From an optimization exercise on the open Yosys and OpenROAD flow, aimed at a short achievable clock period and few clock cycles per item; shortcuts taken in it are not production practice.
Only simulation tests tie the RTL to the original design; equivalence was not proved.
No activity file was given, so power comes from the tool's default toggle rates.

==> build 80: inputs <==
// des_top
module des_top #(
    parameter int addr_width = 5
) (
    input  logic                    clk,
    input  logic                    reset,
    input  logic [addr_width-1:0]   paddr,
    input  logic                    psel,
    input  logic                    penable,
    input  logic                    pwrite,
    input  des_pkg::des_half_t      pwdata,
    output des_pkg::des_half_t      prdata,
    output logic                    pready,
    output logic                    pslverr
);
    des_pkg::des_key_t   key_q;
    des_pkg::des_block_t data_q;
    des_pkg::des_block_t fc;
    logic                load_a, load_b;
    des_apb_ctrl #(
        .addr_width (addr_width),
        .LATENCY    (15)
    ) u_ctrl (
        .clk      (clk),
        .reset    (reset),
        .paddr    (paddr),
        .psel     (psel),
        .penable  (penable),
        .pwrite   (pwrite),
        .pwdata   (pwdata),
        .prdata   (prdata),
        .pready   (pready),
        .pslverr  (pslverr),
        .fc       (fc),
        .key_q    (key_q),
        .data_q   (data_q),
        .load_a   (load_a),
        .load_b   (load_b)
    );
    des_state u_state (
        .clk     (clk),
        .key_q   (key_q),
        .data_q  (data_q),
        .pwdata  (pwdata),
        .load_a  (load_a),
        .load_b  (load_b),
        .fc      (fc)
    );
endmodule
==> module des_apb_ctrl, before the edit <==
module des_apb_ctrl #(
    parameter int addr_width = 5,
    parameter int LATENCY    = 15
) (
    input  logic                    clk,
    input  logic                    reset,
    input  logic [addr_width-1:0]   paddr,
    input  logic                    psel,
    input  logic                    penable,
    input  logic                    pwrite,
    input  des_pkg::des_half_t      pwdata,
    output des_pkg::des_half_t      prdata,
    output logic                    pready,
    output logic                    pslverr,
    input  des_pkg::des_block_t     fc,
    output des_pkg::des_key_t       key_q,
    output des_pkg::des_block_t     data_q,
    output logic                    load_a,
    output logic                    load_b
);
    localparam int CW = 5;
    localparam logic [CW-1:0] LAST = CW'(LATENCY);
    des_pkg::des_half_t  key_hi, key_lo, data_hi, data_lo, result_hi, result_lo;
    des_pkg::des_half_t  rdata;
    logic [CW-1:0] cnt_q, cnt_dec, rem_q;
    logic       busy_q, done_q, pend_q, start_q, defer_q, block_q, we_any;
    logic       busy_nx, done_nx, fin;
    logic       setup;
    logic       a_key_hi, a_key_lo, a_data_hi, a_data_lo, a_ctrl, a_status, a_res_hi, a_res_lo;
    logic       we_key_hi, we_key_lo, we_data_hi, we_data_lo, start_nx;
    logic       reg_err, ready_nx;
    assign setup  = psel && !penable;
    assign a_key_hi  = (paddr == 5'h00);
    assign a_key_lo  = (paddr == 5'h04);
    assign a_data_hi = (paddr == 5'h08);
    assign a_data_lo = (paddr == 5'h0C);
    assign a_ctrl    = (paddr == 5'h10);
    assign a_status  = (paddr == 5'h14);
    assign a_res_hi  = (paddr == 5'h18);
    assign a_res_lo  = (paddr == 5'h1C);
    assign fin     = (rem_q <= CW'(2));
    assign busy_nx = start_q || (busy_q && !fin);
    assign done_nx = !start_q && (done_q || (busy_q && fin));
    assign we_key_hi  = setup && pwrite && a_key_hi  && !busy_nx;
    assign we_key_lo  = setup && pwrite && a_key_lo  && !busy_nx;
    assign we_data_hi = setup && pwrite && a_data_hi && !busy_nx;
    assign we_data_lo = setup && pwrite && a_data_lo && !busy_nx;
    assign start_nx   = setup && pwrite && a_ctrl && pwdata[0] && !busy_nx;
    assign we_any = we_key_hi || we_key_lo || we_data_hi || we_data_lo;
    assign load_a = we_data_lo && !block_q;
    assign load_b = defer_q && !block_q && !load_a;
    assign key_q  = {key_hi, key_lo};
    assign data_q = {data_hi, data_lo};
    always_ff @(posedge clk)
    begin
        if (we_key_hi)  key_hi  <= pwdata;
        if (we_key_lo)  key_lo  <= pwdata;
        if (we_data_hi) data_hi <= pwdata;
        if (we_data_lo) data_lo <= pwdata;
    end
    assign cnt_dec = (cnt_q == '0) ? '0 : cnt_q - 1'b1;
    always_ff @(posedge clk)
    begin
        if (reset)
        begin
            cnt_q   <= LAST + 1'b1;
            rem_q   <= '0;
            busy_q  <= 1'b0;
            done_q  <= 1'b0;
            pend_q  <= 1'b0;
            start_q <= 1'b0;
            defer_q <= 1'b1;
            block_q <= 1'b0;
        end
        else
        begin
            defer_q <= (we_any && !load_a) || (defer_q && !load_a && !load_b);
            cnt_q   <= load_a ? LAST :
                       we_any ? LAST + 1'b1 :
                       load_b ? LAST :
                       defer_q ? LAST + 1'b1 : cnt_dec;
            start_q <= start_nx;
            busy_q  <= busy_nx;
            done_q  <= done_nx;
            block_q <= start_q ? (cnt_dec != '0) : (pend_q && rem_q > CW'(1));
            if (start_q)
            begin
                rem_q  <= cnt_dec;
                pend_q <= 1'b1;
            end
            else
            begin
                if (rem_q != '0)
                begin
                    rem_q <= rem_q - 1'b1;
                end
                if (pend_q && rem_q == '0)
                begin
                    pend_q <= 1'b0;
                end
            end
        end
    end
    always_ff @(posedge clk)
    begin
        if (pend_q && rem_q == '0)
        begin
            result_hi <= fc[63:32];
            result_lo <= fc[31:0];
        end
    end
    assign reg_err = a_status || a_res_hi || a_res_lo ? pwrite :
                     a_key_hi || a_key_lo || a_data_hi || a_data_lo || a_ctrl ? (pwrite && busy_nx) :
                     1'b1;
    assign rdata = ({32{a_key_hi}}  & key_hi)  | ({32{a_key_lo}}  & key_lo)  |
                   ({32{a_data_hi}} & data_hi) | ({32{a_data_lo}} & data_lo) |
                   ({32{a_status}}  & {30'd0, done_nx, busy_nx}) |
                   ({32{a_res_hi && !pend_q}} & result_hi) | ({32{a_res_lo && !pend_q}} & result_lo) |
                   ({32{a_res_hi && pend_q}} & fc[63:32])  | ({32{a_res_lo && pend_q}} & fc[31:0]);
    assign ready_nx = !(psel && !pwrite && a_status && busy_nx && (setup || !pready));
    always_ff @(posedge clk)
    begin
        if (reset)
        begin
            pready  <= 1'b1;
            pslverr <= 1'b0;
            prdata  <= '0;
        end
        else
        begin
            pready  <= ready_nx;
            pslverr <= reg_err;
            prdata  <= rdata;
        end
    end
endmodule
==> module des_state, before the edit <==
module des_state (
    input  logic                clk,
    input  des_pkg::des_key_t   key_q,
    input  des_pkg::des_block_t data_q,
    input  des_pkg::des_half_t  pwdata,
    input  logic                load_a,
    input  logic                load_b,
    output des_pkg::des_block_t fc
);
    des_pkg::des_half_t      l_q, r_q, f, r_nx;
    des_pkg::des_round_key_t x_q, x_nx, x_ld;
    des_pkg::des_cd_t        cd_q, cd_nx, cd_ld;
    des_pkg::des_round_t     rnd_q;
    des_pkg::des_block_t     ip_ld;
    logic [27:0]             c_n, d_n;
    des_round u_round (.x(x_q), .f(f));
    assign r_nx = l_q ^ f;
    always_comb
    begin
        if (des_pkg::shift_amount(rnd_q + 4'd1) == 2'd2)
        begin
            c_n = {cd_q[53:28], cd_q[55:54]};
            d_n = {cd_q[25:0], cd_q[27:26]};
        end
        else
        begin
            c_n = {cd_q[54:28], cd_q[55]};
            d_n = {cd_q[26:0], cd_q[27]};
        end
    end
    assign cd_nx = {c_n, d_n};
    assign x_nx  = (des_pkg::expand(l_q) ^ des_pkg::pc2_perm(cd_nx)) ^ des_pkg::expand(f);
    assign ip_ld = des_pkg::ip_perm(load_a ? {data_q[63:32], pwdata} : data_q);
    assign cd_ld = des_pkg::round_key_cd(des_pkg::pc1_perm(key_q), 1);
    assign x_ld  = des_pkg::expand(ip_ld[31:0]) ^ des_pkg::pc2_perm(cd_ld);
    always_ff @(posedge clk)
    begin
        if (load_a || load_b)
        begin
            l_q   <= ip_ld[63:32];
            r_q   <= ip_ld[31:0];
            x_q   <= x_ld;
            cd_q  <= cd_ld;
            rnd_q <= 4'd0;
        end
        else if (rnd_q != 4'd15)
        begin
            l_q   <= r_q;
            r_q   <= r_nx;
            x_q   <= x_nx;
            cd_q  <= cd_nx;
            rnd_q <= rnd_q + 4'd1;
        end
    end
    assign fc = des_pkg::fp_perm({r_nx, r_q});
endmodule
==> module des_top, before the edit <==
module des_top #(
    parameter int addr_width = 5
) (
    input  logic                    clk,
    input  logic                    reset,
    input  logic [addr_width-1:0]   paddr,
    input  logic                    psel,
    input  logic                    penable,
    input  logic                    pwrite,
    input  des_pkg::des_half_t      pwdata,
    output des_pkg::des_half_t      prdata,
    output logic                    pready,
    output logic                    pslverr
);
    des_pkg::des_key_t   key_q;
    des_pkg::des_block_t data_q;
    des_pkg::des_block_t fc;
    logic                load_a, load_b;
    des_apb_ctrl #(
        .addr_width (addr_width),
        .LATENCY    (15)
    ) u_ctrl (
        .clk      (clk),
        .reset    (reset),
        .paddr    (paddr),
        .psel     (psel),
        .penable  (penable),
        .pwrite   (pwrite),
        .pwdata   (pwdata),
        .prdata   (prdata),
        .pready   (pready),
        .pslverr  (pslverr),
        .fc       (fc),
        .key_q    (key_q),
        .data_q   (data_q),
        .load_a   (load_a),
        .load_b   (load_b)
    );
    des_state u_state (
        .clk     (clk),
        .key_q   (key_q),
        .data_q  (data_q),
        .pwdata  (pwdata),
        .load_a  (load_a),
        .load_b  (load_b),
        .fc      (fc)
    );
endmodule
make LEC_CHECK=0 CAP_MARGIN=20 CORE_MARGIN=2 CORE_UTILIZATION=40 SETUP_SLACK_MARGIN=3.7 SLEW_MARGIN=20 finish   # period 6.0 ns
run.sh (not shown) runs the stock make flow with config.mk's settings and CLKGATE_MAP_FILE= SYNTH_SCRIPT=/design/flow/synth_recipe.tcl, a recipe that flattens the netlist after the stock synthesis.
==> inputs of build 53, as changes to build 80 <==
--- a/flow/design.v
+++ b/flow/design.v
@@ -357,6 +357,8 @@
     des_pkg::des_half_t  rdata;
     logic [CW-1:0] cnt_q, cnt_dec, rem_q;
     logic       busy_q, done_q, pend_q, start_q, defer_q, block_q, we_any;
+    logic       wok_q, laok_q, block_nx, busy_nx2;
+    logic [CW-1:0] rem_nx;
     logic       busy_nx, done_nx, fin;
     logic       setup;
     logic       a_key_hi, a_key_lo, a_data_hi, a_data_lo, a_ctrl, a_status, a_res_hi, a_res_lo;
@@ -374,13 +376,13 @@
     assign fin     = (rem_q <= CW'(2));
     assign busy_nx = start_q || (busy_q && !fin);
     assign done_nx = !start_q && (done_q || (busy_q && fin));
-    assign we_key_hi  = setup && pwrite && a_key_hi  && !busy_nx;
-    assign we_key_lo  = setup && pwrite && a_key_lo  && !busy_nx;
-    assign we_data_hi = setup && pwrite && a_data_hi && !busy_nx;
-    assign we_data_lo = setup && pwrite && a_data_lo && !busy_nx;
-    assign start_nx   = setup && pwrite && a_ctrl && pwdata[0] && !busy_nx;
+    assign we_key_hi  = setup && pwrite && a_key_hi  && wok_q;
+    assign we_key_lo  = setup && pwrite && a_key_lo  && wok_q;
+    assign we_data_hi = setup && pwrite && a_data_hi && wok_q;
+    assign we_data_lo = setup && pwrite && a_data_lo && wok_q;
+    assign start_nx   = setup && pwrite && a_ctrl && pwdata[0] && wok_q;
     assign we_any = we_key_hi || we_key_lo || we_data_hi || we_data_lo;
-    assign load_a = we_data_lo && !block_q;
+    assign load_a = setup && pwrite && a_data_lo && laok_q;
     assign load_b = defer_q && !block_q && !load_a;
     assign key_q  = {key_hi, key_lo};
     assign data_q = {data_hi, data_lo};
@@ -392,6 +394,9 @@
         if (we_data_lo) data_lo <= pwdata;
     end
     assign cnt_dec = (cnt_q == '0) ? '0 : cnt_q - 1'b1;
+    assign rem_nx   = start_q ? cnt_dec : ((rem_q == '0) ? '0 : rem_q - 1'b1);
+    assign block_nx = start_q ? (cnt_dec != '0) : (pend_q && rem_q > CW'(1));
+    assign busy_nx2 = busy_nx && !(rem_nx <= CW'(2));
     always_ff @(posedge clk)
     begin
         if (reset)
@@ -404,6 +409,8 @@
             start_q <= 1'b0;
             defer_q <= 1'b1;
             block_q <= 1'b0;
+            wok_q   <= 1'b1;
+            laok_q  <= 1'b1;
         end
         else
         begin
@@ -415,7 +422,9 @@
             start_q <= start_nx;
             busy_q  <= busy_nx;
             done_q  <= done_nx;
-            block_q <= start_q ? (cnt_dec != '0) : (pend_q && rem_q > CW'(1));
+            block_q <= block_nx;
+            wok_q   <= !busy_nx2;
+            laok_q  <= !busy_nx2 && !block_nx;
             if (start_q)
             begin
                 rem_q  <= cnt_dec;
==> inputs of trial 30, as changes to build 80 <==
--- a/flow/design.v
+++ b/flow/design.v
@@ -281,6 +281,7 @@
     input  des_pkg::des_half_t  pwdata,
     input  logic                load_a,
     input  logic                load_b,
+    output logic                last,
     output des_pkg::des_block_t fc
 );
     des_pkg::des_half_t      l_q, r_q, f, r_nx;
@@ -319,7 +320,7 @@
             cd_q  <= cd_ld;
             rnd_q <= 4'd0;
         end
-        else if (rnd_q != 4'd15)
+        else
         begin
             l_q   <= r_q;
             r_q   <= r_nx;
@@ -328,6 +329,7 @@
             rnd_q <= rnd_q + 4'd1;
         end
     end
+    assign last = (rnd_q == 4'd15);
     assign fc = des_pkg::fp_perm({r_nx, r_q});
 endmodule
 `timescale 1ns/1ps
@@ -349,14 +351,17 @@
     output des_pkg::des_key_t       key_q,
     output des_pkg::des_block_t     data_q,
     output logic                    load_a,
-    output logic                    load_b
+    output logic                    load_b,
+    input  logic                    last
 );
     localparam int CW = 5;
     localparam logic [CW-1:0] LAST = CW'(LATENCY);
     des_pkg::des_half_t  key_hi, key_lo, data_hi, data_lo, result_hi, result_lo;
     des_pkg::des_half_t  rdata;
-    logic [CW-1:0] cnt_q, cnt_dec, rem_q;
+    logic [CW-1:0] cnt_q, cnt_dec, cnt_nx, rem_q;
     logic       busy_q, done_q, pend_q, start_q, defer_q, block_q, we_any;
+    logic       wok_q, laok_q, block_nx, busy_nx2;
+    logic [CW-1:0] rem_nx;
     logic       busy_nx, done_nx, fin;
     logic       setup;
     logic       a_key_hi, a_key_lo, a_data_hi, a_data_lo, a_ctrl, a_status, a_res_hi, a_res_lo;
@@ -374,14 +379,14 @@
     assign fin     = (rem_q <= CW'(2));
     assign busy_nx = start_q || (busy_q && !fin);
     assign done_nx = !start_q && (done_q || (busy_q && fin));
-    assign we_key_hi  = setup && pwrite && a_key_hi  && !busy_nx;
-    assign we_key_lo  = setup && pwrite && a_key_lo  && !busy_nx;
-    assign we_data_hi = setup && pwrite && a_data_hi && !busy_nx;
-    assign we_data_lo = setup && pwrite && a_data_lo && !busy_nx;
-    assign start_nx   = setup && pwrite && a_ctrl && pwdata[0] && !busy_nx;
+    assign we_key_hi  = setup && pwrite && a_key_hi  && wok_q;
+    assign we_key_lo  = setup && pwrite && a_key_lo  && wok_q;
+    assign we_data_hi = setup && pwrite && a_data_hi && wok_q;
+    assign we_data_lo = setup && pwrite && a_data_lo && wok_q;
+    assign start_nx   = setup && pwrite && a_ctrl && pwdata[0] && wok_q;
     assign we_any = we_key_hi || we_key_lo || we_data_hi || we_data_lo;
-    assign load_a = we_data_lo && !block_q;
-    assign load_b = defer_q && !block_q && !load_a;
+    assign load_a = setup && pwrite && a_data_lo && laok_q;
+    assign load_b = (defer_q || last) && !block_q && !load_a;
     assign key_q  = {key_hi, key_lo};
     assign data_q = {data_hi, data_lo};
     always_ff @(posedge clk)
@@ -392,6 +397,13 @@
         if (we_data_lo) data_lo <= pwdata;
     end
     assign cnt_dec = (cnt_q == '0) ? '0 : cnt_q - 1'b1;
+    assign cnt_nx   = load_a ? LAST :
+                      we_any ? LAST + 1'b1 :
+                      load_b ? LAST :
+                      defer_q ? LAST + 1'b1 : cnt_dec;
+    assign rem_nx   = start_q ? cnt_nx : ((rem_q == '0) ? '0 : rem_q - 1'b1);
+    assign block_nx = start_q ? (cnt_nx != '0) : (pend_q && rem_q > CW'(1));
+    assign busy_nx2 = busy_nx && !(rem_nx <= CW'(2));
     always_ff @(posedge clk)
     begin
         if (reset)
@@ -404,21 +416,22 @@
             start_q <= 1'b0;
             defer_q <= 1'b1;
             block_q <= 1'b0;
+            wok_q   <= 1'b1;
+            laok_q  <= 1'b1;
         end
         else
         begin
             defer_q <= (we_any && !load_a) || (defer_q && !load_a && !load_b);
-            cnt_q   <= load_a ? LAST :
-                       we_any ? LAST + 1'b1 :
-                       load_b ? LAST :
-                       defer_q ? LAST + 1'b1 : cnt_dec;
+            cnt_q   <= cnt_nx;
             start_q <= start_nx;
             busy_q  <= busy_nx;
             done_q  <= done_nx;
-            block_q <= start_q ? (cnt_dec != '0) : (pend_q && rem_q > CW'(1));
+            block_q <= block_nx;
+            wok_q   <= !busy_nx2;
+            laok_q  <= !busy_nx2 && !block_nx;
             if (start_q)
             begin
-                rem_q  <= cnt_dec;
+                rem_q  <= cnt_nx;
                 pend_q <= 1'b1;
             end
             else
@@ -485,7 +498,7 @@
     des_pkg::des_key_t   key_q;
     des_pkg::des_block_t data_q;
     des_pkg::des_block_t fc;
-    logic                load_a, load_b;
+    logic                load_a, load_b, last;
     des_apb_ctrl #(
         .addr_width (addr_width),
         .LATENCY    (15)
@@ -504,7 +517,8 @@
         .key_q    (key_q),
         .data_q   (data_q),
         .load_a   (load_a),
-        .load_b   (load_b)
+        .load_b   (load_b),
+        .last     (last)
     );
     des_state u_state (
         .clk     (clk),
@@ -513,6 +527,7 @@
         .pwdata  (pwdata),
         .load_a  (load_a),
         .load_b  (load_b),
+        .last    (last),
         .fc      (fc)
     );
 endmodule
==> comparison <==
Build 53 went through all stages and came out clean. Build 80 ran to the end with no violations. Trial 30 completed with no timing, DRC or antenna violations. Core utilization: trial 30 < build 53 < build 80. The highest via count belongs to build 80, the lowest to trial 30. Between build 80 and build 53, the lower final area is in build 53 (gap 7.9%, measured against build 53). The highest worst hold slack belongs to build 80, the lowest to trial 30. The lowest synthesized cell count belongs to build 80, the highest to trial 30.
==> figures <==
Final area over synthesized area: build 53 1.4129x; build 80 1.5079x; trial 30 1.3146x
Highest Signal Layer: build 53 met4; build 80 met5; trial 30 met4
Highest fanout seen on the critical path: build 53 5; build 80 4; trial 30 4
Finished layout cell area: build 53 32970 um2; build 80 35590 um2; trial 30 29500 um2
Length of routed met3 wiring: build 53 10730 um; build 80 16490 um; trial 30 7667 um
Post-synthesis net count: build 53 2240; build 80 2224; trial 30 2257
Cell area reported after detailed placement: build 53 24590 um2; build 80 24780 um2; trial 30 23910 um2
Static leakage: build 53 12.14 nW; build 80 13.63 nW; trial 30 11.18 nW
Result of the run: build 53 no timing/DRC/antenna violations; build 80 no timing/DRC/antenna violations; trial 30 no timing/DRC/antenna violations
Maximum clock skew at final layout: build 53 21.02 ps; build 80 33.12 ps; trial 30 13.63 ps
Proportion of power drawn by the clock network: build 53 0.158; build 80 0.151; trial 30 0.176
Testbench counts of build 80, summed over its fixed seeds: cycles 5,956, items 256.
Testbench counts of build 53, summed over its fixed seeds: cycles 5,956, items 256.
Testbench counts of trial 30, summed over its fixed seeds: cycles 5,956, items 256.

-- separate check: timing with driven ports --
Ports are ideal in the flow. The routed layouts listed here were re-timed in OpenROAD. Step 1 (the two cells are an assumption about what drives the block):
set clk [get_ports {clk}]
set_driving_cell -lib_cell sky130_fd_sc_hd__clkbuf_16 $clk
set_driving_cell -lib_cell sky130_fd_sc_hd__buf_2 [delete_from_list [all_inputs] $clk]
Step 2 adds t to the input delays and takes it off the output delays; t is the mean of the earliest and latest rising clock arrival at the registers after step 1. Input paths then give back, and output paths get back, about the clock's delay inside the block. a / b / c = ideal ports / drivers / drivers and shift; a / b = the first two.
run	shift t [ns]	slack for setup (ns)	clock arrival spread, ns
build 80	0.617	3.097 / 3.097 / 2.586	0.039 / 0.039
build 53	0.646	3.233 / 3.233 / 2.910	0.022 / 0.022
trial 30	0.618	3.442 / 3.442 / 2.907	0.015 / 0.016
After both steps setup and hold are still met in every run listed. For trial 30, which loses most, drivers alone change the setup slack by 0.000 ns; drivers and shift together by -0.535 ns.
